Source: an optimization exercise on an open RTL-to-GDS flow (aim: small area and a short achievable clock period). Production flows keep margins and buffers that such runs may drop.
At most, simulation tests tie the RTL to the original design; equivalence was not proved.
The RTL of run 7 was laid out without a check of its function.
No activity file was given, so power comes from the tool's default toggle rates.

$ cat design/flow/config.mk
export PLATFORM = sky130hd
export DESIGN_NAME = mc_rf_top
export DESIGN_NICKNAME = mc_rf_top
export VERILOG_FILES = /design/flow/design.v
export SDC_FILE = /design/flow/constraint.sdc
export NUM_CORES = 4
export LEC_CHECK = 0
export CAP_MARGIN = 20
export CORE_MARGIN = 2
export CORE_UTILIZATION = 60
export CTS_BUF_LIST = sky130_fd_sc_hd__clkbuf_8
export CTS_CLUSTER_DIAMETER = 60
export CTS_CLUSTER_SIZE = 14
export SETUP_SLACK_MARGIN = 3.85
export SLEW_MARGIN = 20
$ cat design/flow/constraint.sdc
create_clock -name core_clock -period 7.0 [get_ports {clk}]
set_input_delay 1.4000 -clock core_clock [delete_from_list [all_inputs] [get_ports {clk}]]
set_output_delay 1.4000 -clock core_clock [all_outputs]
set_load 0.01 [all_outputs]
$ cat design/flow/design.v
package mc_pkg;
	parameter int DATA_W = 32;
	parameter int MAX_CS = 8;
	parameter logic [2:0] REG_SEL_VAL = 3'h3;
	parameter logic [4:0] REG_IDX_CSR = 5'd0;
	parameter logic [4:0] REG_IDX_MASK = 5'd2;
	parameter logic [4:0] REG_IDX_CS_BASE = 5'd4;
	parameter logic [2:0] MEM_TYPE_SDRAM = 3'h0;
	parameter logic [DATA_W-1:0] TMS_RESET = '1;
	parameter logic [10:0] MASK_RESET = 11'h7ff;
	typedef struct packed {
		logic cyc;
		logic stb;
		logic we;
		logic [31:0] addr;
		logic [DATA_W-1:0] data;
	} bus_req_t;
	typedef struct packed {
		logic [7:0] rsvd_hi;
		logic [7:0] sel_base;
		logic [6:0] rsvd_mid;
		logic wp;
		logic [3:0] rsvd_lo;
		logic [2:0] mem_type;
		logic en;
	} csc_t;
	typedef struct packed {
		logic [7:0] rfr_ps_val;
		logic [12:0] rsvd_hi;
		logic [2:0] ref_int;
		logic [4:0] rsvd_lo;
		logic fs;
		logic vpen;
		logic sts;
	} csr_t;
	typedef struct packed {
		logic we;
		logic [4:0] idx;
		logic [DATA_W-1:0] data;
	} reg_wr_t;
endpackage
`timescale 1ns/10ps
module mc_rf_top #(
	parameter int NUM_CS = 8
) (
	input  logic clk,
	input  logic rst,
	input  logic bus_cyc_i,
	input  logic bus_stb_i,
	input  logic bus_we_i,
	input  logic [31:0] bus_addr_i,
	input  logic [mc_pkg::DATA_W-1:0] bus_data_i,
	input  logic mc_sts_i,
	input  logic cs_le_i,
	input  logic init_ack_i,
	input  logic lmr_ack_i,
	output logic ack_o,
	output logic [mc_pkg::DATA_W-1:0] rd_data_o,
	output logic wp_err_o,
	output logic [mc_pkg::MAX_CS-1:0] cs_o,
	output logic [mc_pkg::DATA_W-1:0] csc_sel_o,
	output logic [mc_pkg::DATA_W-1:0] tms_sel_o,
	output logic [mc_pkg::MAX_CS-1:0] cs_need_rfr_o,
	output logic [2:0] ref_int_o,
	output logic [7:0] rfr_ps_val_o,
	output logic mc_vpen_o,
	output logic fs_o,
	output logic init_req_o,
	output logic lmr_req_o,
	output logic [mc_pkg::MAX_CS-1:0] spec_req_cs_o
);
	localparam int N = NUM_CS;
	localparam int W = mc_pkg::DATA_W;
	logic reg_sel;
	logic wr_we_q;
	logic [4:0] wr_idx_q;
	assign reg_sel = bus_cyc_i & bus_stb_i & (bus_addr_i[31:29] == mc_pkg::REG_SEL_VAL);
	always_ff @(posedge clk or posedge rst)
	begin
		if (rst)
		begin
			ack_o <= 1'b0;
			wr_we_q <= 1'b0;
		end
		else
		begin
			ack_o <= reg_sel & ~ack_o;
			wr_we_q <= reg_sel & bus_we_i & ~ack_o;
		end
	end
	always_ff @(posedge clk)
		wr_idx_q <= bus_addr_i[6:2];
	logic csr_we, mask_we;
	logic [N-1:0] csc_we, tms_we;
	assign csr_we = wr_we_q & (wr_idx_q == mc_pkg::REG_IDX_CSR);
	assign mask_we = wr_we_q & (wr_idx_q == mc_pkg::REG_IDX_MASK);
	for (genvar i = 0; i < N; i++)
	begin : g_we
		assign csc_we[i] = wr_we_q & (wr_idx_q == 5'(mc_pkg::REG_IDX_CS_BASE + 2 * i));
		assign tms_we[i] = wr_we_q & (wr_idx_q == 5'(mc_pkg::REG_IDX_CS_BASE + 2 * i + 1));
	end
	logic sts_q;
	logic [7:0] rfr_ps_val_q;
	logic [2:0] ref_int_q;
	logic fs_q, vpen_q;
	logic [10:0] mask_q;
	always_ff @(posedge clk or posedge rst)
	begin
		if (rst)
		begin
			sts_q <= 1'b0;
			rfr_ps_val_q <= '0;
			ref_int_q <= '0;
			fs_q <= 1'b0;
			vpen_q <= 1'b0;
			mask_q <= mc_pkg::MASK_RESET;
		end
		else
		begin
			sts_q <= mc_sts_i;
			if (csr_we)
			begin
				rfr_ps_val_q <= bus_data_i[31:24];
				ref_int_q <= bus_data_i[10:8];
				fs_q <= bus_data_i[2];
				vpen_q <= bus_data_i[1];
			end
			if (mask_we)
				mask_q <= bus_data_i[10:0];
		end
	end
	assign ref_int_o = ref_int_q;
	assign rfr_ps_val_o = rfr_ps_val_q;
	assign mc_vpen_o = vpen_q;
	assign fs_o = fs_q;
	logic [N-1:0][W-1:0] csc_q;
	logic [N-1:0][W-1:0] tms_q;
	logic [N-1:0] csc_v;
	logic [N-1:0] tms_v;
	always_ff @(posedge clk)
	begin
		for (int i = 0; i < N; i++)
		begin
			if (csc_we[i])
				csc_q[i] <= bus_data_i;
			if (tms_we[i])
				tms_q[i] <= bus_data_i;
		end
	end
	always_ff @(posedge clk or posedge rst)
	begin
		if (rst)
		begin
			csc_v <= '0;
			tms_v <= '0;
		end
		else
		begin
			csc_v <= csc_v | csc_we;
			tms_v <= tms_v | tms_we;
		end
	end
	logic [N-1:0] en;
	logic [N-1:0] need_rfr;
	logic [N-1:0] wp_bit;
	logic [N-1:0] match;
	for (genvar i = 0; i < N; i++)
	begin : g_slot
		assign en[i] = csc_v[i] & csc_q[i][0];
		assign wp_bit[i] = csc_q[i][8];
		assign match[i] = en[i] &
			(((csc_q[i][23:16] ^ bus_addr_i[28:21]) & mask_q[7:0]) == 8'h00);
	end
	logic [N-1:0] csc_sdram;
	for (genvar i = 0; i < N; i++)
	begin : g_need
		assign csc_sdram[i] = csc_we[i] & bus_data_i[0] &
			(bus_data_i[3:1] == mc_pkg::MEM_TYPE_SDRAM);
	end
	always_ff @(posedge clk or posedge rst)
	begin
		if (rst)
			need_rfr <= '0;
		else
			need_rfr <= (need_rfr & ~csc_we) | csc_sdram;
	end
	always_comb
	begin
		cs_need_rfr_o = '0;
		cs_need_rfr_o[N-1:0] = need_rfr;
	end
	logic [N-1:0] init_pending;
	logic [N-1:0] lmr_pending;
	logic [N-1:0] init_done;
	logic [N-1:0] lmr_done;
	always_ff @(posedge clk or posedge rst)
	begin
		if (rst)
		begin
			init_pending <= '0;
			lmr_pending <= '0;
		end
		else
		begin
			for (int i = 0; i < N; i++)
			begin
				if (init_done[i])
					init_pending[i] <= 1'b0;
				if (csc_sdram[i])
					init_pending[i] <= 1'b1;
				if (lmr_done[i])
					lmr_pending[i] <= 1'b0;
				if (tms_we[i] && need_rfr[i])
					lmr_pending[i] <= 1'b1;
			end
		end
	end
	logic load;
	logic [N-1:0] sel;
	logic [N-1:0] lower;
	logic tms_fill;
	logic [W-1:0] csc_d;
	logic [W-1:0] tms_d;
	assign load = cs_le_i & bus_cyc_i & bus_stb_i;
	always_comb
	begin
		lower[0] = 1'b0;
		for (int i = 1; i < N; i++)
			lower[i] = lower[i-1] | match[i-1];
		for (int i = 0; i < N - 1; i++)
			sel[i] = match[i] & ~lower[i];
		sel[N-1] = ~lower[N-1];
	end
	always_comb
	begin
		csc_d = '0;
		tms_d = '0;
		tms_fill = 1'b0;
		for (int i = 0; i < N; i++)
		begin
			if (i == N - 1)
				csc_d = csc_d | ({W{sel[i] & csc_v[i]}} & csc_q[i]);
			else
				csc_d = csc_d | ({W{sel[i]}} & csc_q[i]);
			tms_d = tms_d | ({W{sel[i]}} & tms_q[i]);
			tms_fill = tms_fill | (sel[i] & ~tms_v[i]);
		end
	end
	logic [W-1:0] tms_sel_q;
	logic tms_sel_fill;
	always_ff @(posedge clk)
	begin
		if (load)
			tms_sel_q <= tms_d;
	end
	always_ff @(posedge clk or posedge rst)
	begin
		if (rst)
			tms_sel_fill <= 1'b1;
		else if (load)
			tms_sel_fill <= tms_fill;
	end
	assign tms_sel_o = tms_sel_q | {W{tms_sel_fill}};
	always_ff @(posedge clk or posedge rst)
	begin
		if (rst)
		begin
			cs_o <= '0;
			wp_err_o <= 1'b0;
			csc_sel_o <= '0;
		end
		else if (load)
		begin
			cs_o <= '0;
			cs_o[N-1:0] <= match;
			wp_err_o <= |(match & wp_bit) & bus_we_i;
			csc_sel_o <= csc_d;
		end
		else if (!bus_cyc_i)
			wp_err_o <= 1'b0;
	end
	logic [W-1:0] rd_d;
	logic [4:0] rd_idx;
	logic rd_csr, rd_mask, rd_fill;
	logic [N-1:0] rd_csc, rd_tms;
	assign rd_idx = bus_addr_i[6:2];
	assign rd_csr = rd_idx == mc_pkg::REG_IDX_CSR;
	assign rd_mask = rd_idx == mc_pkg::REG_IDX_MASK;
	for (genvar i = 0; i < N; i++)
	begin : g_rd
		assign rd_csc[i] = rd_idx == 5'(mc_pkg::REG_IDX_CS_BASE + 2 * i);
		assign rd_tms[i] = rd_idx == 5'(mc_pkg::REG_IDX_CS_BASE + 2 * i + 1);
	end
	always_comb
	begin
		rd_d = ({W{rd_csr}} & {rfr_ps_val_q, 13'b0, ref_int_q, 5'b0, fs_q, vpen_q, mc_sts_i}) |
			({W{rd_mask}} & {{(W - 11){1'b0}}, mask_q});
		rd_fill = 1'b0;
		for (int i = 0; i < N; i++)
		begin
			rd_d = rd_d | ({W{rd_csc[i] & csc_v[i]}} & csc_q[i]) | ({W{rd_tms[i]}} & tms_q[i]);
			rd_fill = rd_fill | (rd_tms[i] & ~tms_v[i]);
		end
	end
	logic [W-1:0] rd_q;
	logic rd_fill_q;
	always_ff @(posedge clk)
	begin
		rd_q <= rd_d;
		rd_fill_q <= rd_fill;
	end
	assign rd_data_o = rd_q | {W{rd_fill_q}};
	logic init_ack_q, lmr_ack_q;
	logic init_done_q, lmr_done_q;
	logic [N-1:0] grant_q;
	logic [N-1:0] init_first, lmr_first;
	logic done_busy;
	assign init_first = init_pending & (~init_pending + 1'b1);
	assign lmr_first = lmr_pending & (~lmr_pending + 1'b1);
	assign done_busy = init_done_q | lmr_done_q;
	always_ff @(posedge clk or posedge rst)
	begin
		if (rst)
		begin
			grant_q <= '0;
			init_ack_q <= 1'b0;
			lmr_ack_q <= 1'b0;
			init_req_o <= 1'b0;
			lmr_req_o <= 1'b0;
			init_done_q <= 1'b0;
			lmr_done_q <= 1'b0;
		end
		else
		begin
			init_ack_q <= init_ack_i;
			lmr_ack_q <= lmr_ack_i;
			init_done_q <= 1'b0;
			lmr_done_q <= 1'b0;
			if (init_req_o)
			begin
				if (init_ack_q & ~init_ack_i)
				begin
					init_req_o <= 1'b0;
					init_done_q <= 1'b1;
				end
			end
			else if (lmr_req_o)
			begin
				if (lmr_ack_q & ~lmr_ack_i)
				begin
					lmr_req_o <= 1'b0;
					lmr_done_q <= 1'b1;
				end
			end
			else if (!done_busy && |init_pending)
			begin
				init_req_o <= 1'b1;
				grant_q <= init_first;
			end
			else if (!done_busy && |lmr_pending)
			begin
				lmr_req_o <= 1'b1;
				grant_q <= lmr_first;
			end
		end
	end
	assign init_done = {N{init_done_q}} & grant_q;
	assign lmr_done = {N{lmr_done_q}} & grant_q;
	always_comb
	begin
		spec_req_cs_o = '0;
		spec_req_cs_o[N-1:0] = grant_q & {N{init_req_o | lmr_req_o}};
	end
endmodule
$ cat design/flow/flow/run.sh
#!/bin/bash
# Standard ORFS layout (standard synthesis script), with resizing free to
# change cell footprints, plain buffers on the ports, and the slow
# single-size a222oi cell kept out of mapping and resizing.
set -euo pipefail
DU="$(cat flow/dont_use.txt)"
bash standard.sh MATCH_CELL_FOOTPRINT=0 "BUFFER_PORTS_ARGS=-buffer_cell sky130_fd_sc_hd__buf_2" "DONT_USE_CELLS=$DU" finish > standard.log 2>&1
$ cat design/flow/flow/dont_use.txt
sky130_fd_sc_hd__probe_p_8 sky130_fd_sc_hd__probec_p_8 sky130_fd_sc_hd__lpflow_bleeder_1 sky130_fd_sc_hd__lpflow_clkbufkapwr_1 sky130_fd_sc_hd__lpflow_clkbufkapwr_16 sky130_fd_sc_hd__lpflow_clkbufkapwr_2 sky130_fd_sc_hd__lpflow_clkbufkapwr_4 sky130_fd_sc_hd__lpflow_clkbufkapwr_8 sky130_fd_sc_hd__lpflow_clkinvkapwr_1 sky130_fd_sc_hd__lpflow_clkinvkapwr_16 sky130_fd_sc_hd__lpflow_clkinvkapwr_2 sky130_fd_sc_hd__lpflow_clkinvkapwr_4 sky130_fd_sc_hd__lpflow_clkinvkapwr_8 sky130_fd_sc_hd__lpflow_decapkapwr_12 sky130_fd_sc_hd__lpflow_decapkapwr_3 sky130_fd_sc_hd__lpflow_decapkapwr_4 sky130_fd_sc_hd__lpflow_decapkapwr_6 sky130_fd_sc_hd__lpflow_decapkapwr_8 sky130_fd_sc_hd__lpflow_inputiso0n_1 sky130_fd_sc_hd__lpflow_inputiso0p_1 sky130_fd_sc_hd__lpflow_inputiso1n_1 sky130_fd_sc_hd__lpflow_inputiso1p_1 sky130_fd_sc_hd__lpflow_inputisolatch_1 sky130_fd_sc_hd__lpflow_isobufsrc_1 sky130_fd_sc_hd__lpflow_isobufsrc_16 sky130_fd_sc_hd__lpflow_isobufsrc_2 sky130_fd_sc_hd__lpflow_isobufsrc_4 sky130_fd_sc_hd__lpflow_isobufsrc_8 sky130_fd_sc_hd__lpflow_isobufsrckapwr_16 sky130_fd_sc_hd__lpflow_lsbuf_lh_hl_isowell_tap_1 sky130_fd_sc_hd__lpflow_lsbuf_lh_hl_isowell_tap_2 sky130_fd_sc_hd__lpflow_lsbuf_lh_hl_isowell_tap_4 sky130_fd_sc_hd__lpflow_lsbuf_lh_isowell_4 sky130_fd_sc_hd__lpflow_lsbuf_lh_isowell_tap_1 sky130_fd_sc_hd__lpflow_lsbuf_lh_isowell_tap_2 sky130_fd_sc_hd__lpflow_lsbuf_lh_isowell_tap_4 sky130_fd_sc_hd__a222oi_1
$ cat design/flow/standard.sh
#!/bin/bash
# synth_recipe.tcl (not shown) runs the flow's synth.tcl, then flattens the netlist and writes it again
# the make line also repeats each setting of config.mk as NAME=value (left out here)
make -C /OpenROAD-flow-scripts/flow DESIGN_CONFIG=/design/flow/config.mk WORK_HOME=/design/flow/orfs CLKGATE_MAP_FILE= SYNTH_SCRIPT=/design/flow/synth_recipe.tcl "${@:-finish}"
==> results of run 1 <==
## worst paths after layout
| check | from | to | slack, ns | cells after the start |
|---|---|---|---|---|
| setup / recovery | tms_sel_fill$_DFFE_PP1P_ | tms_sel_o[28] | 3.69 | 3 |
| hold / removal | ack_o$_DFF_PP0_ | ack_o$_DFF_PP0_ | 0.44 | 1 |
| setup reg to reg | mask_q[1]$_DFFE_PP1P_ | csc_sel_o[15]$_DFFE_PP0P_ | 4.03 | 10 |
| hold reg to reg | ack_o$_DFF_PP0_ | ack_o$_DFF_PP0_ | 0.44 | 1 |
| max in group asynchronous | rst | csc_sel_o[11]$_DFFE_PP0P_ | 5.45 | 3 |
| min in group asynchronous | rst | csc_sel_o[28]$_DFFE_PP0P_ | 0.82 | 3 |
## registers in the layout, indices dropped and copies added (netlist names), 11 cells and up
name       cells
rd_q          32
csc_sel_o     32
csc_q        256
tms_sel_q     32
tms_q        256
mask_q        11
## cell families (layout without fill, tap and decap cells)
kind of cell	Yosys count	in the layout	share of synthesized area [%]
flip-flops	704	704	68.2
XOR/XNOR	64	64	1.90
multiplexers	63	63	2.26
AND/OR/NAND/NOR	436	439	7.55
other	0	6	0
buffers and inverters	174	401	2.57
AO/OA/AOI/OAI	651	651	17.5
## cell type report
type                       count  area (um^2)
clock buffer                  60          826
timing repair buffer         275         1850
multi-input combinational   1217         9350
sequential                   704        20200
antenna                        6         15.0
clock inverter                50          219
tap                          664          831
inverter                      16         66.3
fill                        3527        15400
## timing repair
| item | in CTS | in global routing |
|---|---|---|
| cloned | 2 | 4 |
| pin swaps | 6 | 8 |
| buffers inserted | 13 | 8 |
| endpoints found under the setup margin | 173 | 97 |
| resized for setup | 39 | 38 |
## per-layer routing
| layer | up-vias | global-route usage (%) | part of all wire, % |
|---|---|---|---|
| met2 | 2067 | 63.5 | 44 |
| li1 | 8803 | - | - |
| met1 | 11144 | 58.2 | 36 |
| met4 | 4 | 21.1 | 5.7 |
| met5 | - | 0 | 0.025 |
| met3 | 449 | 10.8 | 15 |
## cells in the mapped netlist (32+ instances only)
master	instances	area [um^2]
edfxtp_1	544	16300
a22oi_1	180	1350
nand2_1	121	454
a221oi_1	119	1040
a22o_1	113	990
dfrtp_1	110	2750
clkbuf_1	105	394
a221o_1	79	791
or2_2	74	463
nor2_1	71	267
xor2_1	64	561
o21ai_0	59	295
nand3_1	53	265
dfxtp_1	38	761
nand4_1	35	219
mux2i_1	34	340
o211ai_1	32	240
## metrics by stage
step / area [um^2] / hold slack, ns / std cells / worst slack (ns) / utilization (%)
after floorplan: 30200 / 0.445 / 2092 / 3.72 / -
final: 33300 / 0.438 / 2992 / 3.69 / 68.4
after global placement: 31700 / 0.428 / 2848 / 2.33 / 65.0
after global routing: 33300 / 0.492 / 2990 / 3.69 / 68.3
after detailed placement: 31700 / 0.425 / 2849 / 2.28 / 65.0
after CTS: 33000 / 0.438 / 2974 / 3.70 / 67.8
## power breakdown
group          switching [uW]  internal, uW  leakage [uW]
Clock                    1390           807      0.000674
Sequential               86.3          4580       0.00674
Combinational             364           219       0.00436
Total                    1840          5610        0.0118
## cell usage in the layout, fill, tap and decap left out, types with 17 or more instances in the layout
master      n
a221o_1    79
a31oi_1    26
o211ai_1   32
a221oi_2   25
a221oi_1   95
mux2_2     29
buf_2     186
buf_4      61
nand2_1   118
a22oi_2    26
a22oi_1   154
dfxtp_1    37
mux2i_1    34
a21oi_1    17
dfrtp_1   110
a22o_1    113
o21ai_0    57
nor2_4     21
nor2_1     50
inv_1      49
edfxtp_1  544
xor2_1     59
clkbuf_8   60
or2_2      68
nand4_1    35
nand3_1    51
==> qor.yml, run 1 <==
status: "complete, no violations"
finalPower_uw: 7450
grt-ovfl-total: 0
netlist_area_mm2: 0.0296
cts_sinks: 704
fin_skew_ns: 0.0229
wl_mm: 109
required_ns: 5.60
leakage_uw: 0.0118
finalSetupViolCount: 0
die-height_um: 226
hold_class: "reg2reg"
yosysWarnings: 1
maxCapViolCount: 0
fmaxAchievable_ghz: 0.302
vdd_drop_max_uv: 204
critPathBufInv: 2
finalNetCount: 2345
slew_headroom_pct: 19.7
synth_async_sr_flop_share_pct: 17.3
num_io_pins: 210
min_period_ns: 3.31
crit_arrival_ns: 1.91
rsz0062_at_grt: "true"
ys.flop_type: "edfxtp_1"
min_period_over_period_pct: 47.3
worstSetupPathType: "reg2out"
worstSetupEndpointType: "primary output"
firstDrtPassIters: 6
finalSetupTns_ns: 0
finalHoldViolCount: 0
dr.first_iter.drc_count: 3806
numCtsBuffers: 58
ys_seq_elements: 704
ys_seq_area_share_pct: 68.2
die_w_um: 226
wl_per_cell_um: 36.5
cts_tree: "done"
root_buffer: "clkbuf_8"
start_util_pct: 60.7
power_density_mw_per_mm2: 224
cts-htree-levels: 2
startpoint_type: "flop"
gp_congestion: 0.928
rows: 81
grt_pass1_vias: 21481
ant_nets: 0
cpLargestDelayFamily: "flip-flops"
report.final.slew_viol_count: 0
cts_buffer_depth: 3
worstMarginPinSlew_ns: 1.20
worstPathCellList: "buf_12, or2_2, buf_2"
track_usage_pct: 42.4
grt_pass1_wl_mm: 151
io_buffers: 193
core_area_mm2: 0.0487
hold_buffers: 0
path_max_fanout: 17
cp_slowest_cell: "dfstp_4"
clk_latency_ns: 0.74
antenna_found_initial: 7
drt-vias-per-instance: 7.51
drc_errors: 0
route.vias.total: 22467
syn_to_final_growth_pct: 12.7
die_area_mm2: 0.0511
hpwlAfterDp_mm: 59.9
grt_max_degree: 123
syn-num-nets: 2165
synth_edf_count: 544
layout-drive-gt1-share_pct: 25.0
yosys.cell_types.count: 55
slowest_delay_ns: 0.68
path_clk_slew_ns: 0.09
syn_area_per_cell_um2: 14.1
synthCells: 2092
==> run 2, diff against run 1 <==
--- a/design/flow/config.mk
+++ b/design/flow/config.mk
@@ -8,8 +8,8 @@
 export CAP_MARGIN = 20
 export CORE_MARGIN = 2
-export CORE_UTILIZATION = 60
+export CORE_UTILIZATION = 55
 export CTS_BUF_LIST = sky130_fd_sc_hd__clkbuf_8
 export CTS_CLUSTER_DIAMETER = 60
 export CTS_CLUSTER_SIZE = 14
-export SETUP_SLACK_MARGIN = 3.85
+export SETUP_SLACK_MARGIN = 3.7
 export SLEW_MARGIN = 20
==> qor.yml, run 2 <==
met3WireLength_mm: 14.2  # was 16.4 mm
hold_start: "ack_o$_DFF_PP0_"  # unchanged
antenna_found_initial: 3  # was 7
worstSetupEndpointType: "flop"  # was primary output
yosysWarnings: 1  # unchanged
leakage_uw: 0.0116  # was 0.0118 uW
fin_hold_ws_ns: 0.446  # was 0.438 ns
start_util_pct: 55.9  # was 60.7%
cts-htree-levels: 2  # unchanged
grt-ovfl-total: 0  # unchanged
dp_slack_ns: 2.11  # was 2.28 ns
worstSetupPathType: "in2reg"  # was reg2out
crit_arrival_ns: 4.00  # was 1.91 ns
dr.max_layer_used: "met4"  # was met5
final_cells: 3006  # was 2,992
met2_length_mm: 48.8  # was 47.5 mm
die-height_um: 236  # was 226 um
cts_tree: "done"  # unchanged
startpoint_type: "primary input"  # was flop
io_buffers: 193  # unchanged
layout-drive-gt1-share_pct: 22.1  # was 25.0%
ys_seq_elements: 704  # unchanged
hold_buffers: 0  # unchanged
fin_skew_ns: 0.0531  # was 0.0229 ns
finalSetupTns_ns: 0  # unchanged
path_clk_slew_ns: 0.09  # about the same
fmaxAchievable_ghz: 0.300  # was 0.302 GHz
dr.first_iter.drc_count: 3589  # was 3,806
core_area_mm2: 0.0529  # was 0.0487 mm^2
rsz0062_at_grt: "true"  # unchanged
numCtsBuffers: 57  # was 58
yosysMostFrequentCell: "edfxtp_1"  # unchanged
rr_startpoint: "wr_we_q$_DFF_PP0_"  # was mask_q[1]$_DFFE_PP1P_
power_density_mw_per_mm2: 227  # was 224 mW/mm^2
synth_largest_area_cell: "edfxtp_1"  # unchanged
die_w_um: 236  # was 226 um
firstDrtPassIters: 6  # unchanged
hpwlAfterDp_mm: 61.6  # was 59.9 mm
cts_buffer_depth: 3  # unchanged
rows: 84  # was 81
cts_sinks: 704  # unchanged
worstMarginPinSlew_ns: 1.28  # was 1.20 ns
synthTopCellsByCount: "edfxtp_1, a22oi_1, nand2_1"  # unchanged
min_period_over_period_pct: 47.6  # was 47.3%
ys_seq_area_share_pct: 68.2  # unchanged
maxCapViolCount: 0  # unchanged
netlist_area_mm2: 0.0296  # unchanged
report.final.slew_viol_count: 0  # unchanged
synth_async_sr_flop_share_pct: 17.3  # unchanged
min_period_ns: 3.33  # was 3.31 ns
track_usage_pct: 38.7  # was 42.4%
syn_area_per_cell_um2: 14.1  # unchanged
grt_max_degree: 123  # unchanged
clk_latency_ns: 0.74  # about the same
finalNetCount: 2339  # was 2,345
drc_errors: 0  # unchanged
syn_to_final_growth_pct: 11.0  # was 12.7%
wl_met1_mm: 40.9  # was 38.9 mm
synth_edf_count: 544  # unchanged
grt_pass1_vias: 21247  # was 21,481
gp_congestion: 0.952  # was 0.928
root_buffer: "clkbuf_8"  # unchanged
ys.flop_type: "edfxtp_1"  # unchanged
worst_slack_ns: 3.67  # was 3.69 ns
finalSetupViolCount: 0  # unchanged
synthCells: 2092  # unchanged
final_cell_mix: "edfxtp_1, buf_2, a22oi_1"  # unchanged
reg_top3: "csc_q x256, tms_q x256"  # unchanged
slew_headroom_pct: 14.9  # was 19.7%
route.vias.total: 22045  # was 22,467
num_io_pins: 210  # unchanged
required_ns: 7.67  # was 5.60 ns
wl_mm: 109  # about the same
syn-num-nets: 2165  # unchanged
finish.utilization_pct: 62.1  # was 68.4%
yosys.cell_types.count: 55  # unchanged
synthTopCellsByArea: "edfxtp_1, dfrtp_1, a22oi_1, a221oi_1, a22o_1"  # unchanged
placedCellCount: 2875  # was 2,849
finalHoldViolCount: 0  # unchanged
hold_class: "reg2reg"  # unchanged
die_area_mm2: 0.0556  # was 0.0511 mm^2
status: "complete, no violations"  # unchanged
grt_pass1_wl_mm: 154  # was 151 mm
fillers: 4077  # was 3,527
startpoint: "bus_addr_i[3]"  # was tms_sel_fill$_DFFE_PP1P_
yosysTopAreaCellShare_pct: 55.2  # unchanged
wl_per_cell_um: 36.4  # was 36.5 um
ant_nets: 0  # unchanged
drt-vias-per-instance: 7.33  # was 7.51
vdd_drop_max_uv: 144  # was 204 uV
path_max_fanout: 19  # was 17
layout_commonest_cell: "edfxtp_1"  # unchanged
-- run 2: cell count changes in the layout (fill, tap and decap cells not counted), sizes merged --
| cell | before | now |
|---|---|---|
| clkinvlp | 3 | 4 |
| clkinv | 12 | 4 |
| buf | 268 | 270 |
| bufinv | 0 | 2 |
| inv | 51 | 54 |
| diode | 6 | 4 |
| and4b | 2 | 1 |
| clkbuf | 67 | 60 |
-- run 2: report_power, final --
part           internal [uW]  switching [uW]
sequential              4580            83.7
combinational            199             357
clock                    863            1380
total                   5640            1820
-- run 2: final timing paths --
kind                                                  end  slack [ns]  depth (start not counted)
worst max-delay path                      rd_q[9]$_DFF_P_        3.67                          8
worst min-delay path                      ack_o$_DFF_PP0_        0.45                          1
worst max register to register       tms_q[205]$_DFFE_PP_        4.12                          4
worst min register to register            ack_o$_DFF_PP0_        0.45                          1
max in group asynchronous           need_rfr[7]$_DFF_PP0_        5.46                          3
min in group asynchronous       csc_sel_o[25]$_DFFE_PP0P_        0.90                          3
-- run 2: cell families after synthesis --
family                    count (synthesis)  synth area share, %
and+or+nand+nor                         436                 7.55
buffers and inverters                   174                 2.57
AOI/OAI and AO/OA                       651                 17.5
muxes                                    63                 2.26
DFF                                     704                 68.2
xor gates and xnor gates                 64                 1.90
-- run 2: layer usage --
metal | track usage (%) | vias up
met5 | 0 | -
met4 | 16.5 | 0
met3 | 7.91 | 379
met2 | 58.6 | 1920
met1 | 54.7 | 10960
li1 | - | 8786
-- run 2: worst max-delay path, stage by stage --
cell      delay, ns
buf_2          0.13
nor2b_1        0.27
and3_1         1.00
buf_4          0.59
a22o_1         0.22
a221oi_1       0.05
and3_1         0.20
nand4_1        0.10
-- run 2: final cells by class --
type	count	area, um^2	share of cell area (%)
antenna	4	10.0	0.0305
timing repair buffer	271	1690	5.14
inverter	16	65.1	0.198
multi-input combinational	1216	8960	27.3
clock buffer	59	812	2.47
clock inverter	48	251	0.766
sequential	704	20200	61.5
tap	688	861	2.62
-- run 2: per-stage QoR --
stage / power [uW] / area (um^2)
global placement: 5280 / 31400
detailed placement: 5290 / 31400
floorplan: 5040 / 29700
CTS: 7470 / 32700
global route: 7690 / 32800
finish: 7460 / 32800
-- run 2: timing repair --
item                                    in CTS  in global routing
endpoints found under the setup margin     123                 72
gates resized for setup                     22                 13
cloned                                       1                  1
setup buffers                               15                  3
pin swaps                                    5                  3
==> run 3, diff against run 2 <==
--- a/design/flow/config.mk
+++ b/design/flow/config.mk
@@ -8,8 +8,8 @@
 export CAP_MARGIN = 20
 export CORE_MARGIN = 2
-export CORE_UTILIZATION = 55
+export CORE_UTILIZATION = 60
 export CTS_BUF_LIST = sky130_fd_sc_hd__clkbuf_8
 export CTS_CLUSTER_DIAMETER = 60
 export CTS_CLUSTER_SIZE = 14
-export SETUP_SLACK_MARGIN = 3.7
+export SETUP_SLACK_MARGIN = 4.0
 export SLEW_MARGIN = 20
==> qor.yml, run 3 <==
status: "complete, no violations"  # unchanged
rsz0062_at_grt: "true"  # unchanged
regToRegEndpoint: "csc_sel_o[7]$_DFFE_PP0P_"  # was tms_q[205]$_DFFE_PP_
core_area_mm2: 0.0487  # was 0.0529 mm^2
yosys.cell_types.count: 55  # unchanged
worstSetupEndpointType: "primary output"  # was flop
ys_seq_elements: 704  # unchanged
finalNetCount: 2375  # was 2,339
hold_buffers: 0  # unchanged
netlist_area_mm2: 0.0296  # unchanged
finalSetupTns_ns: 0  # unchanged
seq_area_mm2: 0.0202  # about the same
final_cell_mix: "edfxtp_1, buf_2, a22oi_1"  # unchanged
root_buffer: "clkbuf_8"  # unchanged
wl_per_cell_um: 36.6  # was 36.4 um
cts-htree-levels: 2  # unchanged
fin_skew_ns: 0.0305  # was 0.0531 ns
power_density_mw_per_mm2: 224  # was 227 mW/mm^2
dp_slack_ns: 2.35  # was 2.11 ns
synth_edf_count: 544  # unchanged
firstDrtPassIters: 7  # was 6
yosysMostFrequentCell: "edfxtp_1"  # unchanged
synth.area.mux_share_pct: 2.26  # unchanged
wl_mm: 111  # was 109 mm
synth_top_family_by_area: "compound AO/OA/AOI/OAI gates"  # unchanged
io_buffers: 193  # unchanged
numCtsBuffers: 58  # was 57
antenna_found_initial: 2  # was 3
path_max_fanout: 17  # was 19
crit_arrival_ns: 1.89  # was 4.00 ns
reg_top3: "csc_q x256, tms_q x256"  # unchanged
hpwlAfterDp_mm: 60.6  # was 61.6 mm
startpoint: "tms_sel_fill$_DFFE_PP1P_"  # was bus_addr_i[3]
yosys.area_share.xor_xnor_pct: 1.90  # unchanged
startpoint_type: "flop"  # was primary input
syn_area_per_cell_um2: 14.1  # unchanged
ys.flop_type: "edfxtp_1"  # unchanged
die-height_um: 226  # was 236 um
vdd_drop_max_uv: 201  # was 144 uV
dr.first_iter.drc_count: 3824  # was 3,589
fin_hold_ws_ns: 0.447  # was 0.446 ns
ant_nets: 0  # unchanged
finalSetupViolCount: 0  # unchanged
synth_compound_area_share_pct: 17.5  # unchanged
drt-vias-per-instance: 7.51  # was 7.33
ys_seq_area_share_pct: 68.2  # unchanged
leakage_uw: 0.0121  # was 0.0116 uW
r2r_slack_ns: 4.11  # was 4.12 ns
multi_input_area_mm2: 0.00951  # was 0.00896 mm^2
required_ns: 5.60  # was 7.67 ns
start_util_pct: 60.7  # was 55.9%
layout-drive-gt1-share_pct: 26.5  # was 22.1%
report.final.slew_viol_count: 0  # unchanged
num_io_pins: 210  # unchanged
layout_commonest_cell: "edfxtp_1"  # unchanged
hold_class: "reg2reg"  # unchanged
grt_max_degree: 123  # unchanged
route.vias.total: 22669  # was 22,045
synthCells: 2092  # unchanged
synth_async_sr_flop_share_pct: 17.3  # unchanged
min_period_ns: 3.29  # was 3.33 ns
worst_slack_ns: 3.71  # was 3.67 ns
grt_pass1_wl_mm: 154  # about the same
die_area_mm2: 0.0511  # was 0.0556 mm^2
rr_startpoint: "mask_q[1]$_DFFE_PP1P_"  # was wr_we_q$_DFF_PP0_
yosysWarnings: 1  # unchanged
min_period_over_period_pct: 47.0  # was 47.6%
finalHoldViolCount: 0  # unchanged
worstSetupPathType: "reg2out"  # was in2reg
synthAdderAreaFrac_pct: 0  # unchanged
placedCellCount: 2853  # was 2,875
yosysTopAreaCellShare_pct: 55.2  # unchanged
grt-ovfl-total: 0  # unchanged
synthTopCellsByCount: "edfxtp_1, a22oi_1, nand2_1"  # unchanged
fillers: 3363  # was 4,077
drc_errors: 0  # unchanged
synthTopCellsByArea: "edfxtp_1, dfrtp_1, a22oi_1, a221oi_1, a22o_1"  # unchanged
worstMarginPinSlew_ns: 1.20  # was 1.28 ns
yosys.area_share.simple_pct: 7.55  # unchanged
cts_tree: "done"  # unchanged
syn-num-nets: 2165  # unchanged
cts_sinks: 704  # unchanged
die_w_um: 226  # was 236 um
crit_end: "tms_sel_o[11]"  # was rd_q[9]$_DFF_P_
fmaxAchievable_ghz: 0.304  # was 0.300 GHz
r2r.worst_path.cells: 10  # was 4
syn_to_final_growth_pct: 15.6  # was 11.0%
gp_congestion: 0.921  # was 0.952
track_usage_pct: 43.2  # was 38.7%
grt_pass1_vias: 21667  # was 21,247
path_clk_slew_ns: 0.10  # was 0.09 ns
clk_latency_ns: 0.73  # was 0.74 ns
slew_headroom_pct: 20.2  # was 14.9%
final_cells: 3019  # was 3,006
maxCapViolCount: 0  # unchanged
cts_buffer_depth: 3  # unchanged
synth_largest_area_cell: "edfxtp_1"  # unchanged
rows: 81  # was 84
[run 3: cell counts after synthesis]
No cell type changed its count.
[run 3: timing repair]
action	4_1_cts	5_1_grt
gates cloned	10	2
setup buffers	28	13
endpoints found under the setup margin	157	151
pin swaps	47	23
gates resized for setup	143	64
[run 3: routing by layer]
metal,share of wire (%),track usage [%],vias up
met3,15,11.9,474
met1,36,60.1,11190
met2,43,63.4,2140
met5,0.024,0,-
li1,-,-,8861
met4,5.7,20.6,4
[run 3: per-stage QoR]
stage | area, um^2 | total power (uW) | util (%)
after global routing | 34200 | 7850 | 70.1
after global placement | 31700 | 5280 | 65.0
after CTS | 33800 | 7610 | 69.3
after detailed placement | 31700 | 5290 | 65.0
after floorplan | 30200 | 5040 | -
final | 34200 | 7640 | 70.1
[run 3: cell type report]
| cell class | count | area share (%) |
|---|---|---|
| Antenna cell | 3 | 0.0220 |
| Clock buffer | 62 | 2.50 |
| Clock inverter | 48 | 0.728 |
| Inverter | 16 | 0.209 |
| Multi-Input combinational cell | 1217 | 27.8 |
| Sequential cell | 704 | 59.0 |
| Tap cell | 664 | 2.43 |
| Timing Repair Buffer | 305 | 7.30 |
[run 3: kinds of logic after synthesis]
group	Yosys count
AND/OR/NAND/NOR	436
multiplexers	63
buffers and inverters	174
flip-flops	704
XOR/XNOR	64
AO/OA/AOI/OAI	651
[run 3: how the worst min path moves through the flow]
stage                    startpoint          endpoint  slack, ns  depth (start not counted)
3_5_place_dp        ack_o$_DFF_PP0_   ack_o$_DFF_PP0_       0.43                          1
6_report            ack_o$_DFF_PP0_   ack_o$_DFF_PP0_       0.45                          1
2_1_floorplan  tms_q[190]$_DFFE_PP_  rd_q[30]$_DFF_P_       0.44                          2
5_1_grt             ack_o$_DFF_PP0_   ack_o$_DFF_PP0_       0.48                          1
4_1_cts             ack_o$_DFF_PP0_   ack_o$_DFF_PP0_       0.45                          1
3_3_place_gp        ack_o$_DFF_PP0_   ack_o$_DFF_PP0_       0.43                          1
[run 3: critical path, stage by stage (launching register included)]
cell and delay, ns:
dfstp_4 0.67, buf_12 0.22, or2_2 0.14, buf_2 0.12
[run 3: power by group]
part,internal (uW),switching [uW]
Sequential,4580,84.7
Clock,899,1380
Combinational,299,396
==> run 4, diff against run 3 <==
--- a/design/flow/config.mk
+++ b/design/flow/config.mk
@@ -12,4 +12,5 @@
 export CTS_CLUSTER_DIAMETER = 60
 export CTS_CLUSTER_SIZE = 14
-export SETUP_SLACK_MARGIN = 4.0
+export PLACE_DENSITY = 0.66
+export SETUP_SLACK_MARGIN = 3.75
 export SLEW_MARGIN = 20
==> qor.yml, run 4 <==
status: "complete, no violations"  # unchanged
finalSetupTns_ns: 0  # unchanged
slowest_delay_ns: 0.75  # was 0.67 ns
min_period_over_period_pct: 47.8  # was 47.0%
fmaxAchievable_ghz: 0.299  # was 0.304 GHz
track_usage_pct: 42.3  # was 43.2%
hold_class: "reg2reg"  # unchanged
cpLargestDelayFamily: "flip-flops"  # unchanged
syn_to_final_growth_pct: 12.6  # was 15.6%
synth_edf_count: 544  # unchanged
worstSetupEndpointType: "primary output"  # unchanged
required_ns: 5.60  # about the same
slew_headroom_pct: 19.5  # was 20.2%
route.vias.total: 22339  # was 22,669
ys_seq_area_share_pct: 68.2  # unchanged
ant_nets: 0  # unchanged
grt_max_degree: 74  # was 123
worstPathCellList: "clkbuf_16, or2_4, buf_6"  # was buf_12, or2_2, buf_2
ys.flop_type: "edfxtp_1"  # unchanged
stdcell_area_mm2: 0.0333  # was 0.0342 mm^2
path_max_fanout: 8  # was 17
finalHoldViolCount: 0  # unchanged
power_density_mw_per_mm2: 226  # was 224 mW/mm^2
rsz0062_at_grt: "true"  # unchanged
maxCapViolCount: 0  # unchanged
path_clk_slew_ns: 0.09  # was 0.10 ns
final_cell_mix: "edfxtp_1, a22oi_1, buf_2"  # was edfxtp_1, buf_2, a22oi_1
syn-num-nets: 2165  # unchanged
yosysMostFrequentCell: "edfxtp_1"  # unchanged
numCtsBuffers: 57  # was 58
crit_arrival_ns: 1.94  # was 1.89 ns
start_util_pct: 60.7  # unchanged
leakage_uw: 0.0119  # was 0.0121 uW
wl_per_cell_um: 36.3  # was 36.6 um
root_buffer: "clkbuf_8"  # unchanged
layout-drive-gt1-share_pct: 22.9  # was 26.5%
finalSetupViolCount: 0  # unchanged
gp_congestion: 0.938  # was 0.921
worstMarginPinSlew_ns: 1.20  # about the same
clk_latency_ns: 0.74  # was 0.73 ns
die_w_um: 226  # unchanged
hpwlAfterDp_mm: 61.2  # was 60.6 mm
synth_largest_area_cell: "edfxtp_1"  # unchanged
dr.first_iter.drc_count: 4088  # was 3,824
grt_pass1_vias: 21503  # was 21,667
syn_area_per_cell_um2: 14.1  # unchanged
wl_mm: 109  # was 111 mm
report.final.slew_viol_count: 0  # unchanged
drc_errors: 0  # unchanged
grt-ovfl-total: 0  # unchanged
rows: 81  # unchanged
cts_tree: "done"  # unchanged
die-height_um: 226  # unchanged
vdd_drop_max_uv: 191  # was 201 uV
yosys.cell_types.count: 55  # unchanged
antenna_found_initial: 4  # was 2
synthTopCellsByCount: "edfxtp_1, a22oi_1, nand2_1"  # unchanged
placed_area_mm2: 0.0316  # was 0.0317 mm^2
yosysTopAreaCellShare_pct: 55.2  # unchanged
startpoint_type: "flop"  # unchanged
min_period_ns: 3.34  # was 3.29 ns
placedCellCount: 2856  # was 2,853
cp_slowest_cell: "dfstp_4"  # unchanged
synthTopCellsByArea: "edfxtp_1, dfrtp_1, a22oi_1, a221oi_1, a22o_1"  # unchanged
drt-vias-per-instance: 7.48  # was 7.51
cts-htree-levels: 2  # unchanged
ys_seq_elements: 704  # unchanged
cts_buffer_depth: 3  # unchanged
die_area_mm2: 0.0511  # unchanged
grt_pass1_wl_mm: 151  # was 154 mm
firstDrtPassIters: 6  # was 7
synthCells: 2092  # unchanged
layout_commonest_cell: "edfxtp_1"  # unchanged
num_io_pins: 210  # unchanged
final_cells: 2986  # was 3,019
netlist_area_mm2: 0.0296  # unchanged
fin_skew_ns: 0.0465  # was 0.0305 ns
io_buffers: 193  # unchanged
fin_hold_ws_ns: 0.449  # was 0.447 ns
yosysWarnings: 1  # unchanged
hold_buffers: 0  # unchanged
cts_sinks: 704  # unchanged
finalNetCount: 2343  # was 2,375
synth_async_sr_flop_share_pct: 17.3  # unchanged
core_area_mm2: 0.0487  # unchanged
reg_top3: "csc_q x256, tms_q x256"  # unchanged
critPathBufInv: 2  # unchanged
worstSetupPathType: "reg2out"  # unchanged
run 4: per-layer routing:
metal	part of all wire [%]	up-vias	GRT usage [%]
met5	0.022	-	0
met4	5.7	4	19.6
met3	15	453	10.7
met2	44	2002	63.3
met1	36	11085	58.7
li1	-	8795	-
run 4: power breakdown:
part	total (uW)	internal, uW	leakage [uW]	switching (uW)
Sequential	4670	4580	0.00674	85.6
Combinational	579	212	0.00449	367
Clock	2270	891	0.000698	1370
Total	7510	5680	0.0119	1830
run 4: kinds of logic (layout without fill, tap and decap cells):
| family | Yosys count | after routing | synth area share (%) |
|---|---|---|---|
| and+or+nand+nor | 436 | 438 | 7.55 |
| xor gates and xnor gates | 64 | 64 | 1.90 |
| buffers and inverters | 174 | 399 | 2.57 |
| other | 0 | 3 | 0 |
| DFF | 704 | 704 | 68.2 |
| AOI/OAI and AO/OA | 651 | 651 | 17.5 |
| muxes | 63 | 63 | 2.26 |
run 4: worst paths after layout:
check,start,end,slack (ns),cells past startpoint
max reg2reg,wr_we_q$_DFF_PP0_,csc_q[211]$_DFFE_PP_,3.92,5
min reg2reg,ack_o$_DFF_PP0_,ack_o$_DFF_PP0_,0.45,1
min,ack_o$_DFF_PP0_,ack_o$_DFF_PP0_,0.45,1
max,tms_sel_fill$_DFFE_PP1P_,tms_sel_o[22],3.66,3
max in group asynchronous,rst,csc_sel_o[3]$_DFFE_PP0P_,5.04,3
min in group asynchronous,rst,cs_o[6]$_DFFE_PP0P_,0.64,2
run 4: cell type report:
type	instances	area [um^2]
antenna	3	7.51
clock buffer	62	853
clock inverter	46	230
fill	3481	15500
inverter	16	66.3
multi-input combinational	1216	9160
sequential	704	20200
tap	664	831
timing repair buffer	275	1970
run 4: worst register-to-register path: stages (launching register included):
cell      delay [ns]
dfrtp_1         0.44
nor2b_1         0.19
nand3b_1        0.36
nand2b_1        0.35
clkinv_1        0.76
buf_4           0.62
run 4: metrics by stage:
stage          setup WS (ns)  utilization, %  power (uW)
2_1_floorplan           3.71               -        5040
3_3_place_gp            2.54            64.7        5280
3_5_place_dp            2.54            64.7        5290
4_1_cts                 3.66            68.0        7490
5_1_grt                 3.66            68.3        7720
6_report                3.66            68.3        7510
run 4: timing repair:
item	CTS	global route
cloned	3	2
pin swaps	20	21
gates resized for setup	79	16
endpoints found under the setup margin	143	69
buffers inserted	10	3
==> run 5, diff against run 4 <==
--- a/design/flow/config.mk
+++ b/design/flow/config.mk
@@ -12,5 +12,4 @@
 export CTS_CLUSTER_DIAMETER = 60
 export CTS_CLUSTER_SIZE = 14
-export PLACE_DENSITY = 0.66
-export SETUP_SLACK_MARGIN = 3.75
+export SETUP_SLACK_MARGIN = 3.7
 export SLEW_MARGIN = 20
==> qor.yml, run 5 <==
synth_edf_count: 544  # unchanged
slew_headroom_pct: 17.8  # was 19.5%
start_util_pct: 60.7  # unchanged
critPathBufInv: 2  # unchanged
cts_sinks: 704  # unchanged
route.vias.total: 22255  # was 22,339
cts_buffer_depth: 3  # unchanged
yosysMostFrequentCell: "edfxtp_1"  # unchanged
core_area_mm2: 0.0487  # unchanged
ys_seq_elements: 704  # unchanged
ant_nets: 0  # unchanged
ys.flop_type: "edfxtp_1"  # unchanged
startpoint_type: "flop"  # unchanged
numCtsBuffers: 57  # unchanged
die_area_mm2: 0.0511  # unchanged
power_density_mw_per_mm2: 225  # was 226 mW/mm^2
hold_buffers: 0  # unchanged
fin_hold_ws_ns: 0.446  # was 0.449 ns
ys_seq_area_share_pct: 68.2  # unchanged
hold_class: "reg2reg"  # unchanged
syn_to_final_growth_pct: 11.3  # was 12.6%
cp_slowest_cell: "dfstp_4"  # unchanged
min_period_ns: 3.32  # was 3.34 ns
num_io_pins: 210  # unchanged
worstPathCellList: "clkbuf_16, or2_2, buf_6"  # was clkbuf_16, or2_4, buf_6
die_w_um: 226  # unchanged
netlist_area_mm2: 0.0296  # unchanged
fin_skew_ns: 0.0390  # was 0.0465 ns
finalPower_uw: 7420  # was 7510 uW
firstDrtPassIters: 8  # was 6
syn_area_per_cell_um2: 14.1  # unchanged
yosysWarnings: 1  # unchanged
yosysTopAreaCellShare_pct: 55.2  # unchanged
grt_max_degree: 70  # was 74
cts_tree: "done"  # unchanged
clk_latency_ns: 0.74  # about the same
leakage_uw: 0.0117  # was 0.0119 uW
die-height_um: 226  # unchanged
vdd_drop_max_uv: 226  # was 191 uV
cpLargestDelayFamily: "flip-flops"  # unchanged
report.final.slew_viol_count: 0  # unchanged
grt-ovfl-total: 0  # unchanged
finalSetupViolCount: 0  # unchanged
rows: 81  # unchanged
synth_largest_area_cell: "edfxtp_1"  # unchanged
fillers: 3456  # was 3,481
drt-vias-per-instance: 7.46  # was 7.48
synthTopCellsByCount: "edfxtp_1, a22oi_1, nand2_1"  # unchanged
grt_pass1_wl_mm: 149  # was 151 mm
reg_top3: "csc_q x256, tms_q x256"  # unchanged
layout_commonest_cell: "edfxtp_1"  # unchanged
layout-drive-gt1-share_pct: 22.3  # was 22.9%
cts-htree-levels: 2  # unchanged
path_clk_slew_ns: 0.10  # was 0.09 ns
drc_errors: 0  # unchanged
finalNetCount: 2343  # unchanged
worstSetupEndpointType: "primary output"  # unchanged
track_usage_pct: 41.7  # was 42.3%
worstMarginPinSlew_ns: 1.23  # was 1.20 ns
synth_async_sr_flop_share_pct: 17.3  # unchanged
final_cell_mix: "edfxtp_1, a22oi_1, buf_2"  # unchanged
synthCells: 2092  # unchanged
io_buffers: 193  # unchanged
finalHoldViolCount: 0  # unchanged
wl_mm: 107  # was 109 mm
fmaxAchievable_ghz: 0.301  # was 0.299 GHz
maxCapViolCount: 0  # unchanged
wl_per_cell_um: 35.9  # was 36.3 um
path_max_fanout: 9  # was 8
syn-num-nets: 2165  # unchanged
rsz0062_at_grt: "true"  # unchanged
crit_arrival_ns: 1.92  # was 1.94 ns
min_period_over_period_pct: 47.5  # was 47.8%
antenna_found_initial: 6  # was 4
hpwlAfterDp_mm: 60.2  # was 61.2 mm
yosys.cell_types.count: 55  # unchanged
root_buffer: "clkbuf_8"  # unchanged
slowest_delay_ns: 0.53  # was 0.75 ns
gp_congestion: 0.923  # was 0.938
finalSetupTns_ns: 0  # unchanged
required_ns: 5.60  # about the same
synthTopCellsByArea: "edfxtp_1, dfrtp_1, a22oi_1, a221oi_1, a22o_1"  # unchanged
worstSetupPathType: "reg2out"  # unchanged
dr.first_iter.drc_count: 3897  # was 4,088
status: "complete, no violations"  # unchanged
grt_pass1_vias: 21344  # was 21,503
run 5: cell count changes in the layout (fill, tap and decap cells not counted), moves of 16 or more:
cell,delta
buf_6,-22
or2_2,+20
or2_4,-20
buf_2,+17
a221oi_1,+16
a221oi_2,-16
run 5: power breakdown:
part / internal, uW / total, uW / switching [uW]
clock: 808 / 2190 / 1390
combinational: 204 / 558 / 354
sequential: 4580 / 4670 / 86.6
total: 5590 / 7420 / 1830
run 5: area by class of cell:
cell class	count	area, um^2	area share (%)
clock buffer	61	840	2.55
antenna	3	7.51	0.0228
tap	664	831	2.52
clock inverter	46	185	0.563
multi-input combinational	1215	8970	27.3
timing repair buffer	276	1840	5.60
sequential	704	20200	61.3
inverter	16	66.3	0.201
run 5: stage by stage:
stage | cell area [um^2] | instances | setup slack [ns] | util (%)
3_5_place_dp | 31400 | 2855 | 1.96 | 64.4
4_1_cts | 32600 | 2974 | 3.68 | 66.9
6_report | 32900 | 2985 | 3.68 | 67.5
3_3_place_gp | 31400 | 2855 | 1.93 | 64.4
5_1_grt | 32900 | 2983 | 3.66 | 67.5
2_1_floorplan | 29700 | 2092 | 3.69 | -
run 5: cells by family (layout without fill, tap and decap cells):
kind of cell,count (synthesis),after routing,synth area share [%]
compound gates,651,651,17.5
flops,704,704,68.2
xor+xnor,64,64,1.90
buf+inv,174,399,2.57
simple gates,436,437,7.55
mux,63,63,2.26
other cells,0,3,0
run 5: repair_timing:
item / 4_1_cts / 5_1_grt
pin swaps: 5 / 5
endpoints found under the setup margin: 152 / 74
gates resized for setup: 21 / 42
buffers inserted: 12 / 5
gates cloned: 0 / 3
run 5: final timing paths:
check / startpoint / to / slack, ns / cells past startpoint
min in group asynchronous: rst / cs_o[0]$_DFFE_PP0P_ / 0.56 / 2
setup / recovery: tms_sel_fill$_DFFE_PP1P_ / tms_sel_o[9] / 3.68 / 3
hold / removal: ack_o$_DFF_PP0_ / ack_o$_DFF_PP0_ / 0.45 / 1
max in group asynchronous: rst / ref_int_q[2]$_DFFE_PP0P_ / 5.31 / 3
hold reg to reg: ack_o$_DFF_PP0_ / ack_o$_DFF_PP0_ / 0.45 / 1
setup reg to reg: mask_q[1]$_DFFE_PP1P_ / wp_err_o$_DFFE_PP0P_ / 4.07 / 8
run 5: routing by layer:
metal	share of wire (%)	up-vias	GRT usage (%)
li1	-	8796	-
met4	5.3	6	19.2
met5	0.033	-	0
met2	44	2036	62.2
met3	15	440	11.6
met1	35	10977	57.3
==> run 6, diff against run 5 <==
--- a/design/flow/config.mk
+++ b/design/flow/config.mk
@@ -10,6 +10,6 @@
 export CORE_UTILIZATION = 60
 export CTS_BUF_LIST = sky130_fd_sc_hd__clkbuf_8
-export CTS_CLUSTER_DIAMETER = 60
-export CTS_CLUSTER_SIZE = 14
-export SETUP_SLACK_MARGIN = 3.7
+export CTS_CLUSTER_DIAMETER = 50
+export CTS_CLUSTER_SIZE = 12
+export SETUP_SLACK_MARGIN = 3.75
 export SLEW_MARGIN = 20
==> qor.yml, run 6 <==
status: "complete, no violations"  # unchanged
placedCellCount: 2856  # was 2,855
die_w_um: 226  # unchanged
switchingPower_uw: 1920  # was 1830 uW
leakage_uw: 0.0121  # was 0.0117 uW
worst_slack_ns: 3.71  # was 3.68 ns
syn_area_per_cell_um2: 14.1  # unchanged
ys.flop_type: "edfxtp_1"  # unchanged
drc_errors: 0  # unchanged
path_clk_slew_ns: 0.08  # was 0.10 ns
crit_arrival_ns: 1.89  # was 1.92 ns
num_io_pins: 210  # unchanged
synth_async_sr_flop_share_pct: 17.3  # unchanged
hold_start: "ack_o$_DFF_PP0_"  # unchanged
grt_busiest_layer: "met2"  # unchanged
reg_top3: "csc_q x256, tms_q x256"  # unchanged
rows: 81  # unchanged
grt-ovfl-total: 0  # unchanged
synthTopCellsByArea: "edfxtp_1, dfrtp_1, a22oi_1, a221oi_1, a22o_1"  # unchanged
finalSetupTns_ns: 0  # unchanged
yosys.cell_types.count: 55  # unchanged
netlist_area_mm2: 0.0296  # unchanged
dp_slack_ns: 2.54  # was 1.96 ns
grt_pass1_vias: 21815  # was 21,344
dr.first_iter.drc_count: 4032  # was 3,897
numCtsBuffers: 73  # was 57
cp_slowest_cell: "dfstp_4"  # unchanged
startpoint_type: "flop"  # unchanged
layout_commonest_cell: "edfxtp_1"  # unchanged
finalHoldViolCount: 0  # unchanged
core_area_mm2: 0.0487  # unchanged
cts_tree: "done"  # unchanged
io_buffers: 193  # unchanged
root_buffer: "clkbuf_8"  # unchanged
synthTopCellsByCount: "edfxtp_1, a22oi_1, nand2_1"  # unchanged
r2r_slack_ns: 3.95  # was 4.07 ns
syn-num-nets: 2165  # unchanged
hpwlAfterDp_mm: 61.2  # was 60.2 mm
met2_usage_pct: 62.8  # was 62.2%
path_max_fanout: 12  # was 9
use_met3_pct: 10.7  # was 11.6%
start_util_pct: 60.7  # unchanged
worstMarginPinSlew_ns: 1.23  # about the same
swShare_pct: 24.1  # was 24.6%
route.vias.total: 22633  # was 22,255
fillers: 3434  # was 3,456
report.final.slew_viol_count: 0  # unchanged
die-height_um: 226  # unchanged
finish.utilization_pct: 68.9  # was 67.5%
hold_class: "reg2reg"  # unchanged
min_period_over_period_pct: 47.1  # was 47.5%
yosysWarnings: 1  # unchanged
combPwrFrac_pct: 7.2  # was 7.5%
whs_endpoint: "ack_o$_DFF_PP0_"  # unchanged
regToRegEndpoint: "csc_q[202]$_DFFE_PP_"  # was wp_err_o$_DFFE_PP0P_
cts-htree-levels: 3  # was 2
power_density_mw_per_mm2: 237  # was 225 mW/mm^2
firstDrtPassIters: 7  # was 8
final_cell_mix: "edfxtp_1, a22oi_1, buf_2"  # unchanged
final_cells: 3018  # was 2,985
synth_edf_count: 544  # unchanged
antenna_found_initial: 3  # was 6
whs_path_depth: 1  # unchanged
ys_seq_area_share_pct: 68.2  # unchanged
use_met1_pct: 58.2  # was 57.3%
vdd_drop_max_uv: 199  # was 226 uV
finalPower_uw: 7980  # was 7420 uW
power_frac_seq_pct: 58.5  # was 62.9%
worstSetupPathType: "reg2out"  # unchanged
yosysTopAreaCellShare_pct: 55.2  # unchanged
drt-vias-per-instance: 7.50  # was 7.46
synth_largest_area_cell: "edfxtp_1"  # unchanged
yosysMostFrequentCell: "edfxtp_1"  # unchanged
grt_max_degree: 74  # was 70
rsz0062_at_grt: "true"  # unchanged
intPower_uw: 6050  # was 5590 uW
cts_buffer_depth: 3  # unchanged
ys_seq_elements: 704  # unchanged
rr_startpoint: "wr_we_q$_DFF_PP0_"  # was mask_q[1]$_DFFE_PP1P_
worstPathCellList: "buf_12, or2_4, buf_2"  # was clkbuf_16, or2_2, buf_6
maxCapViolCount: 0  # unchanged
layout-drive-gt1-share_pct: 24.0  # was 22.3%
syn_to_final_growth_pct: 13.7  # was 11.3%
pwr-share-clk_pct: 34.3  # was 29.6%
clk_latency_ns: 0.70  # was 0.74 ns
min_period_ns: 3.29  # was 3.32 ns
synthCells: 2092  # unchanged
fmaxAchievable_ghz: 0.304  # was 0.301 GHz
finalNetCount: 2365  # was 2,343
ant_nets: 0  # unchanged
gp_congestion: 0.938  # was 0.923
cts_sinks: 704  # unchanged
worstSetupEndpointType: "primary output"  # unchanged
fin_skew_ns: 0.0358  # was 0.0390 ns
grt_pass1_wl_mm: 151  # was 149 mm
slew_headroom_pct: 17.7  # was 17.8%
track_usage_pct: 42.4  # was 41.7%
die_area_mm2: 0.0511  # unchanged
slowest_delay_ns: 0.71  # was 0.53 ns
wl_mm: 109  # was 107 mm
finalSetupViolCount: 0  # unchanged
required_ns: 5.60  # about the same
r2r.worst_path.cells: 5  # was 8
wl_per_cell_um: 36.2  # was 35.9 um
[run 6: cell counts after synthesis]
Identical to the previous run, type by type.
[run 6: kinds of logic (layout without fill, tap and decap cells)]
family | Yosys count | count (layout) | share of synthesized area [%]
buffers and inverters | 174 | 433 | 2.57
XOR/XNOR | 64 | 64 | 1.90
AO/OA/AOI/OAI | 651 | 651 | 17.5
AND/OR/NAND/NOR | 436 | 438 | 7.55
flip-flops | 704 | 704 | 68.2
multiplexers | 63 | 63 | 2.26
other | 0 | 1 | 0
[run 6: cell type report]
class	count	area, um^2	share of cell area [%]
flip-flops and latches	704	20200	60.0
multi-input cells	1216	9140	27.2
well taps	664	831	2.47
inverters	16	66.3	0.197
diodes	1	2.50	0.00745
clock inverters	55	364	1.08
repair buffers	281	1920	5.70
clock buffers	81	1110	3.32
[run 6: critical path, delay by kind of cell (launching register included)]
family	cells	cell delay [ns]
flip-flops	1	0.71
buffers and inverters	2	0.32
AND/OR/NAND/NOR	1	0.16
[run 6: per-layer routing]
layer  vias to the layer above  wire (um)
met2                      2110      47500
met3                       443      16600
li1                       8836          -
met5                         -        113
met4                         6       6570
met1                     11238      38300
[run 6: worst max path at each step]
stage	from	endpoint	slack (ns)
6_report	tms_sel_fill$_DFFE_PP1P_	tms_sel_o[8]	3.71
2_1_floorplan	bus_addr_i[28]	tms_sel_q[13]$_DFFE_PP_	3.71
3_5_place_dp	bus_addr_i[22]	tms_sel_fill$_DFFE_PP1P_	2.54
4_1_cts	tms_sel_fill$_DFFE_PP1P_	tms_sel_o[8]	3.71
5_1_grt	bus_addr_i[28]	csc_sel_o[16]$_DFFE_PP0P_	3.71
3_3_place_gp	bus_addr_i[22]	tms_sel_fill$_DFFE_PP1P_	2.54
[run 6: metrics by stage]
stage                     instance area, um^2  hold WS (ns)
after floorplan                         29900         0.439
after global placement                  31500         0.420
after detailed placement                31600         0.435
after CTS                               33400         0.446
after global routing                    33600         0.462
final                                   33600         0.445
[run 6: what timing repair did]
action / 4_1_cts / 5_1_grt
gates resized for setup: 51 / 26
pin swaps: 20 / 7
hold buffers: 0 / 0
cloned: 2 / 3
setup endpoints to repair: 144 / 75
setup buffers: 10 / 9
[run 6: power groups by stage]
stage	clock [uW]	combinational (uW)	sequential, uW
2_1_floorplan	0	306	4730
3_3_place_gp	0	522	4760
3_5_place_dp	0	534	4760
4_1_cts	2740	558	4660
5_1_grt	2900	623	4670
6_report	2730	576	4670
==> run 7, diff against run 6 <==
--- a/design/flow/design.v
+++ b/design/flow/design.v
@@ -280,26 +280,29 @@
 			wp_err_o <= 1'b0;
 	end
-	logic [W-1:0] rd_d;
+	logic [W-1:0] rd_d, rd_even, rd_odd;
 	logic [4:0] rd_idx;
 	logic rd_csr, rd_mask, rd_fill;
-	logic [N-1:0] rd_csc, rd_tms;
+	logic [N-1:0] rd_slot;
 	assign rd_idx = bus_addr_i[6:2];
-	assign rd_csr = rd_idx == mc_pkg::REG_IDX_CSR;
-	assign rd_mask = rd_idx == mc_pkg::REG_IDX_MASK;
+	assign rd_csr = rd_idx[4:1] == 4'(mc_pkg::REG_IDX_CSR >> 1);
+	assign rd_mask = rd_idx[4:1] == 4'(mc_pkg::REG_IDX_MASK >> 1);
 	for (genvar i = 0; i < N; i++)
 	begin : g_rd
-		assign rd_csc[i] = rd_idx == 5'(mc_pkg::REG_IDX_CS_BASE + 2 * i);
-		assign rd_tms[i] = rd_idx == 5'(mc_pkg::REG_IDX_CS_BASE + 2 * i + 1);
+		assign rd_slot[i] = rd_idx[4:1] == 4'((mc_pkg::REG_IDX_CS_BASE >> 1) + i);
 	end
 	always_comb
 	begin
-		rd_d = ({W{rd_csr}} & {rfr_ps_val_q, 13'b0, ref_int_q, 5'b0, fs_q, vpen_q, mc_sts_i}) |
+		rd_even = ({W{rd_csr}} & {rfr_ps_val_q, 13'b0, ref_int_q, 5'b0, fs_q, vpen_q, mc_sts_i}) |
 			({W{rd_mask}} & {{(W - 11){1'b0}}, mask_q});
+		rd_odd = '0;
 		rd_fill = 1'b0;
 		for (int i = 0; i < N; i++)
 		begin
-			rd_d = rd_d | ({W{rd_csc[i] & csc_v[i]}} & csc_q[i]) | ({W{rd_tms[i]}} & tms_q[i]);
-			rd_fill = rd_fill | (rd_tms[i] & ~tms_v[i]);
+			rd_even = rd_even | ({W{rd_slot[i] & csc_v[i]}} & csc_q[i]);
+			rd_odd = rd_odd | ({W{rd_slot[i]}} & tms_q[i]);
+			rd_fill = rd_fill | (rd_slot[i] & ~tms_v[i]);
 		end
+		rd_d = rd_idx[0] ? rd_odd : rd_even;
+		rd_fill = rd_fill & rd_idx[0];
 	end
 	logic [W-1:0] rd_q;
--- a/design/flow/config.mk
+++ b/design/flow/config.mk
@@ -10,6 +10,6 @@
 export CORE_UTILIZATION = 60
 export CTS_BUF_LIST = sky130_fd_sc_hd__clkbuf_8
-export CTS_CLUSTER_DIAMETER = 50
-export CTS_CLUSTER_SIZE = 12
-export SETUP_SLACK_MARGIN = 3.75
+export CTS_CLUSTER_DIAMETER = 60
+export CTS_CLUSTER_SIZE = 14
+export SETUP_SLACK_MARGIN = 3.7
 export SLEW_MARGIN = 20
==> qor.yml, run 7 <==
status: "complete, no violations"  # unchanged
final_cells: 3089  # was 3,018
layout_commonest_cell: "edfxtp_1"  # unchanged
hold_class: "reg2reg"  # unchanged
fin_hold_ws_ns: 0.450  # was 0.445 ns
path_clk_slew_ns: 0.09  # was 0.08 ns
grt-ovfl-total: 0  # unchanged
numCtsBuffers: 58  # was 73
startpoint_type: "primary input"  # was flop
required_ns: 7.59  # was 5.60 ns
hpwlAfterDp_mm: 55.7  # was 61.2 mm
worstSetupEndpointType: "flop"  # was primary output
startpoint: "bus_addr_i[6]"  # was tms_sel_fill$_DFFE_PP1P_
synth_async_sr_flop_share_pct: 17.3  # unchanged
io_buffers: 193  # unchanged
cts_sinks: 704  # unchanged
r2r.worst_path.cells: 12  # was 5
ant_nets: 0  # unchanged
min_period_ns: 3.42  # was 3.29 ns
finalNetCount: 2436  # was 2,365
die_area_mm2: 0.0519  # was 0.0511 mm^2
dr.first_iter.drc_count: 3118  # was 4,032
yosysWarnings: 1  # unchanged
fmaxAchievable_ghz: 0.293  # was 0.304 GHz
synthTopCellsByArea: "edfxtp_1, dfrtp_1, a22oi_1, a221oi_1, dfxtp_1"  # was edfxtp_1, dfrtp_1, a22oi_1, a221oi_1, a22o_1
finalSetupViolCount: 0  # unchanged
final_cell_mix: "edfxtp_1, a22oi_1, buf_2"  # unchanged
worstMarginPinSlew_ns: 1.14  # was 1.23 ns
min_period_over_period_pct: 48.8  # was 47.1%
cts_tree: "done"  # unchanged
grt_max_degree: 104  # was 74
yosysTopAreaCellShare_pct: 54.3  # was 55.2%
wl_mm: 103  # was 109 mm
clk_latency_ns: 0.73  # was 0.70 ns
grt_pass1_vias: 21550  # was 21,815
antenna_found_initial: 5  # was 3
power_density_mw_per_mm2: 222  # was 237 mW/mm^2
synthTopCellsByCount: "edfxtp_1, a22oi_1, nand2_1"  # unchanged
slew_headroom_pct: 23.7  # was 17.7%
syn-num-nets: 2239  # was 2,165
finalHoldViolCount: 0  # unchanged
vdd_drop_max_uv: 167  # was 199 uV
synth_largest_area_cell: "edfxtp_1"  # unchanged
crit_arrival_ns: 4.00  # was 1.89 ns
synthCells: 2166  # was 2,092
ys.flop_type: "edfxtp_1"  # unchanged
placedCellCount: 2935  # was 2,856
rsz0062_at_grt: "true"  # unchanged
path_max_fanout: 34  # was 12
[run 7: worst max-delay path, cell delays in order]
cell      delay [ns]
buf_2           0.15
nand2b_1        0.32
nor2_4          0.17
buf_4           0.55
and2_1          0.24
buf_4           0.36
a22oi_1         0.16
nand3_1         0.21
a211oi_4        0.09
a41oi_1         0.34
[run 7: how the worst min path moves through the flow]
stage	startpoint	endpoint	cells after the start
global route	ack_o$_DFF_PP0_	ack_o$_DFF_PP0_	1
global placement	ack_o$_DFF_PP0_	ack_o$_DFF_PP0_	1
CTS	ack_o$_DFF_PP0_	ack_o$_DFF_PP0_	1
finish	ack_o$_DFF_PP0_	ack_o$_DFF_PP0_	1
detailed placement	ack_o$_DFF_PP0_	ack_o$_DFF_PP0_	1
floorplan	tms_v[2]$_DFF_PP0_	tms_v[2]$_DFF_PP0_	2
[run 7: cells by family after synthesis]
group,after synthesis,synth area share (%)
DFF,704,67.1
AOI/OAI and AO/OA,668,17.4
and+or+nand+nor,493,8.69
buffers and inverters,174,2.65
xor gates and xnor gates,64,1.86
muxes,63,2.35
[run 7: cell type report]
class	instances	area [um^2]
Timing Repair Buffer	290	2050
Inverter	20	81.3
Tap cell	672	841
Sequential cell	704	20200
Fill cell	3606	16100
Multi-Input combinational cell	1289	9500
Clock inverter	48	198
Clock buffer	61	840
Antenna cell	5	12.5
[run 7: what timing repair did]
item	4_1_cts	5_1_grt
endpoints found under the hold margin	0	0
endpoints found under the setup margin	159	78
gates resized for setup	53	39
pin swaps	9	6
gates cloned	6	4
setup buffers	19	11
[run 7: where the power goes]
part | switching [uW] | internal, uW | total, uW
Combinational | 421 | 216 | 638
Sequential | 84.1 | 4580 | 4670
Clock | 1370 | 815 | 2180
Total | 1870 | 5620 | 7490
[run 7: metrics by stage]
| stage | setup WS, ns | cell area [um^2] | util (%) | power, uW |
|---|---|---|---|---|
| finish | 3.58 | 33700 | 67.7 | 7490 |
| global route | 3.64 | 33700 | 67.7 | 7700 |
| CTS | 3.70 | 33400 | 67.0 | 7480 |
| detailed placement | 1.58 | 31800 | 63.9 | 5360 |
| global placement | 1.65 | 31800 | 63.9 | 5350 |
| floorplan | 3.58 | 30200 | - | 5060 |
[run 7: per-layer routing]
metal	GRT usage [%]	routed length, um
met1	53.3	38100
met5	0	22
met4	18.1	4910
met2	57.3	45400
met3	11.2	14300

Re-timed with assumed drivers on the ports (clkbuf_16 on the clock, buf_2 on other inputs), run 7 has 3.597 ns of setup slack against 3.581 ns with ideal ports, and 2.827 ns once port delays also move by the mid clock arrival of 0.770 ns.
